This design comes from an exercise in tuning for small area, a short achievable clock period and few clock cycles per item on the open sky130 flow, not from production work.
Only simulation tests tie the RTL to the original design; equivalence was not proved.
Power is estimated from default activity; no workload was simulated.

## main
==> flow/design.v (excerpt) <==
module glyph_grid_extent_finder (
  input  wire logic                        clk,
  input  wire logic                        rst_n,
  input  wire logic                        cfg_we,
  input  wire logic                        cfg_index,
  input  wire logic [6:0]                  cfg_data,
  input  wire logic                        in_valid,
  output      logic                        in_stall,
  input  wire logic                        in_op,
  input  wire logic                        in_frame_start,
  input  wire logic [31:0]                 in_pixel_value,
  input  wire logic [7:0]                  in_glyph_index,
  output      logic                        out_valid,
  input  wire logic                        out_stall,
  output      logic [9:0]                  out_glyph_x,
  output      logic [10:0]                 out_glyph_y,
  output      logic [6:0]                  out_glyph_w,
  output      logic [6:0]                  out_glyph_h,
  output      logic [5:0]                  out_space_width,
  output      logic [6:0]                  out_line_height
);
Size: roughly 7100 cells after synthesis, ~0.10 mm2 of cells after synthesis.
clock: 8.0 ns
lec_check: 0
cap_margin: 20
core_margin: 2
core_utilization: 62
cts_buf_list: sky130_fd_sc_hd__clkbuf_16
cts_cluster_diameter: 60
cts_cluster_size: 24
place_density: 0.72
setup_slack_margin: 4.8
slew_margin: 20
tns_end_percent: 100
standard.sh (not shown) runs the stock make flow with config.mk's settings and CLKGATE_MAP_FILE= SYNTH_SCRIPT=/design/flow/synth_recipe.tcl, a recipe that flattens the netlist after the stock synthesis.
==> flow/flow/run.sh <==
#!/bin/bash
# The standard layout, with two changes: the port buffers are buf_4 cells (instead of the
# resizer's default pick, a delay buffer), and timing repair may resize a cell into any cell of
# the same function (not only one of the same footprint).
set -euo pipefail
export BUFFER_PORTS_ARGS="-buffer_cell sky130_fd_sc_hd__buf_4"
bash standard.sh MATCH_CELL_FOOTPRINT=0 finish > flow_standard.log 2>&1
Testbench counts of main, summed over its fixed seeds: cycles 44,030, items 41,958.
### main -> the feature branch
--- a/flow/design.v
+++ b/flow/design.v
@@ -59,13 +59,12 @@
   logic [31:0] bg_r;
   logic [7:0]  t_r;
   logic        sk_v, sk_op, sk_fs, sk_ink;
   logic [7:0]  sk_gi;
   logic        v1, op1, fs1, ink1;
   logic [7:0]  gi1;
-  logic [3:0]  qi1;               
   logic [7:0]  ra1;               
   logic [15:0] pa_row, pa_col;
   logic        pa0;
   logic [5:0]  icc_r, icr_r;
   logic [3:0]  cc_r, cr_r;
   logic [6:0]  top_r, abot_r;
@@ -86,13 +85,17 @@
   logic        ov;
   logic [9:0]  ox;
   logic [10:0] oy;
   logic [6:0]  ow, oh, olh;
   logic [5:0]  osp;               
   logic        iccl_r, icrl_r, first_r, a65_r, tany_r, fsr_r;
-  logic [15:0] touched, touched_n;
+  logic [15:0] touched;
+  always_comb begin
+    for (int c = 0; c < 16; c++)
+      touched[c] = (icr_r != 6'd0) || (4'(c) < cc_r) || ((4'(c) == cc_r) && (icc_r != 6'd0));
+  end
   logic take, out_free, s2_free, s1_go, s1_free, s1_load, pix1, pproc, mark, mv;
   assign take     = in_valid && !sk_v;
   assign out_free = !ov || !out_stall;
   assign s2_free  = !v2 || (!s2b && out_free);
   assign s1_go    = v1 && (op1 ? s2_free : (!fs1 || fsr_r));
   assign s1_free  = !v1 || s1_go;
@@ -171,20 +174,15 @@
       else if (wbe_r && (wbc_r == 4'(c)))
         pend_n[c] = 1'b0;
       else
         pend_n[c] = pend[c];
     end
     wbe_n = pend_n[wbc_n];
+    wbt_n = (icr_n != 6'd0) || (wbc_n < cc_n) || ((wbc_n == cc_n) && (icc_n != 6'd0));
     fsp    = pproc && fs1;
     rowinc = pproc && !fs1 && icc_last && (p_cc == 4'd15) && icr_last;
-    touched_n = touched;
-    if (pproc) begin
-      if (rowinc) touched_n = '0;
-      else        touched_n = (fs1 ? 16'd0 : touched) | (16'd1 << p_cc);
-    end
-    wbt_n = touched_n[wbc_n];
     for (int k = 0; k < 16; k++) hot0[k] = (4'(cr_r + tk_n) == 4'(k));
     for (int k = 0; k < 16; k++)
       hot_n[k] = fsp ? (tk_n == 4'(k)) : rowinc ? hot0[(k + 15) % 16] : hot0[k];
     for (int k = 0; k < 16; k++)
       wsel_n[k] = wbe_n && (wbt_n ? hot_n[k] : hot_n[(k + 1) % 16]);
   end
@@ -200,13 +198,13 @@
         rrow[r] = rrow[r] | ({6{pa_col[c]}} & ring[16 * r + c][11:6]);
     end
     ring_rd = '0;
     for (int r = 0; r < 16; r++) ring_rd = ring_rd | ({6{pa_row[r]}} & rrow[r]);
     q_r      = gi1[7:4];
     q_c      = gi1[3:0];
-    rb_rd    = rb[qi1];
+    rb_rd    = rb[4'(q_c - cc_r)];
     q_use_rb = (touched[q_c] && (q_r == cr_r)) ||
                (pend[q_c] && !touched[q_c] && (q_r == cr_r - 4'd1));
   end
   logic [9:0]  b_xs;
   logic [8:0]  q_ya;
   logic [7:0]  q_yb;
@@ -253,13 +251,12 @@
       wsel_r  <= '0;
       iccl_r  <= 1'b0;
       icrl_r  <= 1'b0;
       first_r <= 1'b1;
       a65_r   <= 1'b0;
       tany_r  <= 1'b0;
-      touched <= '0;
       fsr_r   <= 1'b1;
       sk_v    <= 1'b0;
       v1      <= 1'b0;
       v2      <= 1'b0;
       s2b     <= 1'b0;
       ov      <= 1'b0;
@@ -289,13 +286,12 @@
       wsel_r <= wsel_n;
       iccl_r  <= (icc_n == cwm1_r);
       icrl_r  <= (icr_n == chm1_r);
       first_r <= (icc_n == 6'd0) && (icr_n == 6'd0);
       a65_r   <= ({cr_n, cc_n} == 8'd65);
       tany_r  <= tany_n;
-      touched <= touched_n;
       fsr_r   <= (pend_n == 16'd0) && (fl_n || !tany_n);
       if (take && !in_op && in_frame_start) bg_r <= in_pixel_value;
       if (sk_v) begin
         if (s1_free) sk_v <= 1'b0;
       end else if (take && !s1_free) begin
         sk_v <= 1'b1;
@@ -341,13 +337,12 @@
     end
     if (s1_load) begin
       op1  <= sk_v ? sk_op  : in_op;
       fs1  <= sk_v ? sk_fs  : in_frame_start;
       ink1 <= sk_v ? sk_ink : t_ink;
       gi1  <= ld_gi;
-      qi1  <= ld_gi[3:0] - cc_n;
       ra1  <= ld_gi + t_r + 8'd1;
     end else begin
       ra1  <= ra1 + 8'd1;
     end
     for (int k = 0; k < 16; k++) begin
       pa_row[k] <= (pa_n[7:4] == 4'(k));
Results
There was hardly any difference in placement-stage cell area between the feature branch and main.
The run showing the smaller met3 usage in global routing is main.
Comparing the feature branch with main, the wire length on met1 came out essentially unchanged.
On synthesized-area fraction occupied by xor and xnor cells, the feature branch tracks main almost exactly.
Between main and the feature branch, the die extent in y figures differ only marginally.
Going from main to the feature branch, initial antenna violation count has increased, number of flip-flops and latches has decreased, global-route usage has increased, synthesized cell count has increased, worst-case hold slack has increased.
Min peak ir drop on the vdd network across main and the feature branch: the feature branch
Compared with main, the feature branch shows a endpoint required time on the critical path that is 60 ps higher.
Compared to main, the feature branch has number of buffers inserted during clock tree synthesis 1.6% higher.
For initial core utilization, the feature branch and main come out practically identical.
Testbench counts of the feature branch, summed over its fixed seeds: cycles 44,030, items 41,958.

static timing again, ports no longer ideal:
In the flow no input, the clock included, has a driving cell. The finished layouts below were timed again as built, in two steps. Step 1: set_driving_cell puts a clkbuf_16 on clk and a buf_2 on each other input, an assumption about the parent block. Step 2 also shifts input and output timing later by t, the mid clock arrival at the registers, as if the neighbouring blocks saw the same clock. Slacks: no drivers / after step 1 / after step 2; pairs: no drivers / after step 1.
| run | t (ns) | slack for setup (ns) | hold WS [ns] | worst data-port slew with drivers (ns) | pins driven straight from the clock port |
|---|---|---|---|---|---|
| main | 0.921 | 4.843 / 4.843 / 4.067 | 0.305 / 0.305 / 0.305 | 0.07 | 1 |
| the feature branch | 0.915 | 4.738 / 4.738 / 4.069 | 0.313 / 0.313 / 0.313 | 0.06 | 1 |
After both steps setup and hold are still met in every run listed. For main, which loses most, drivers alone change the setup slack by 0.000 ns; drivers and shift together by -0.776 ns.
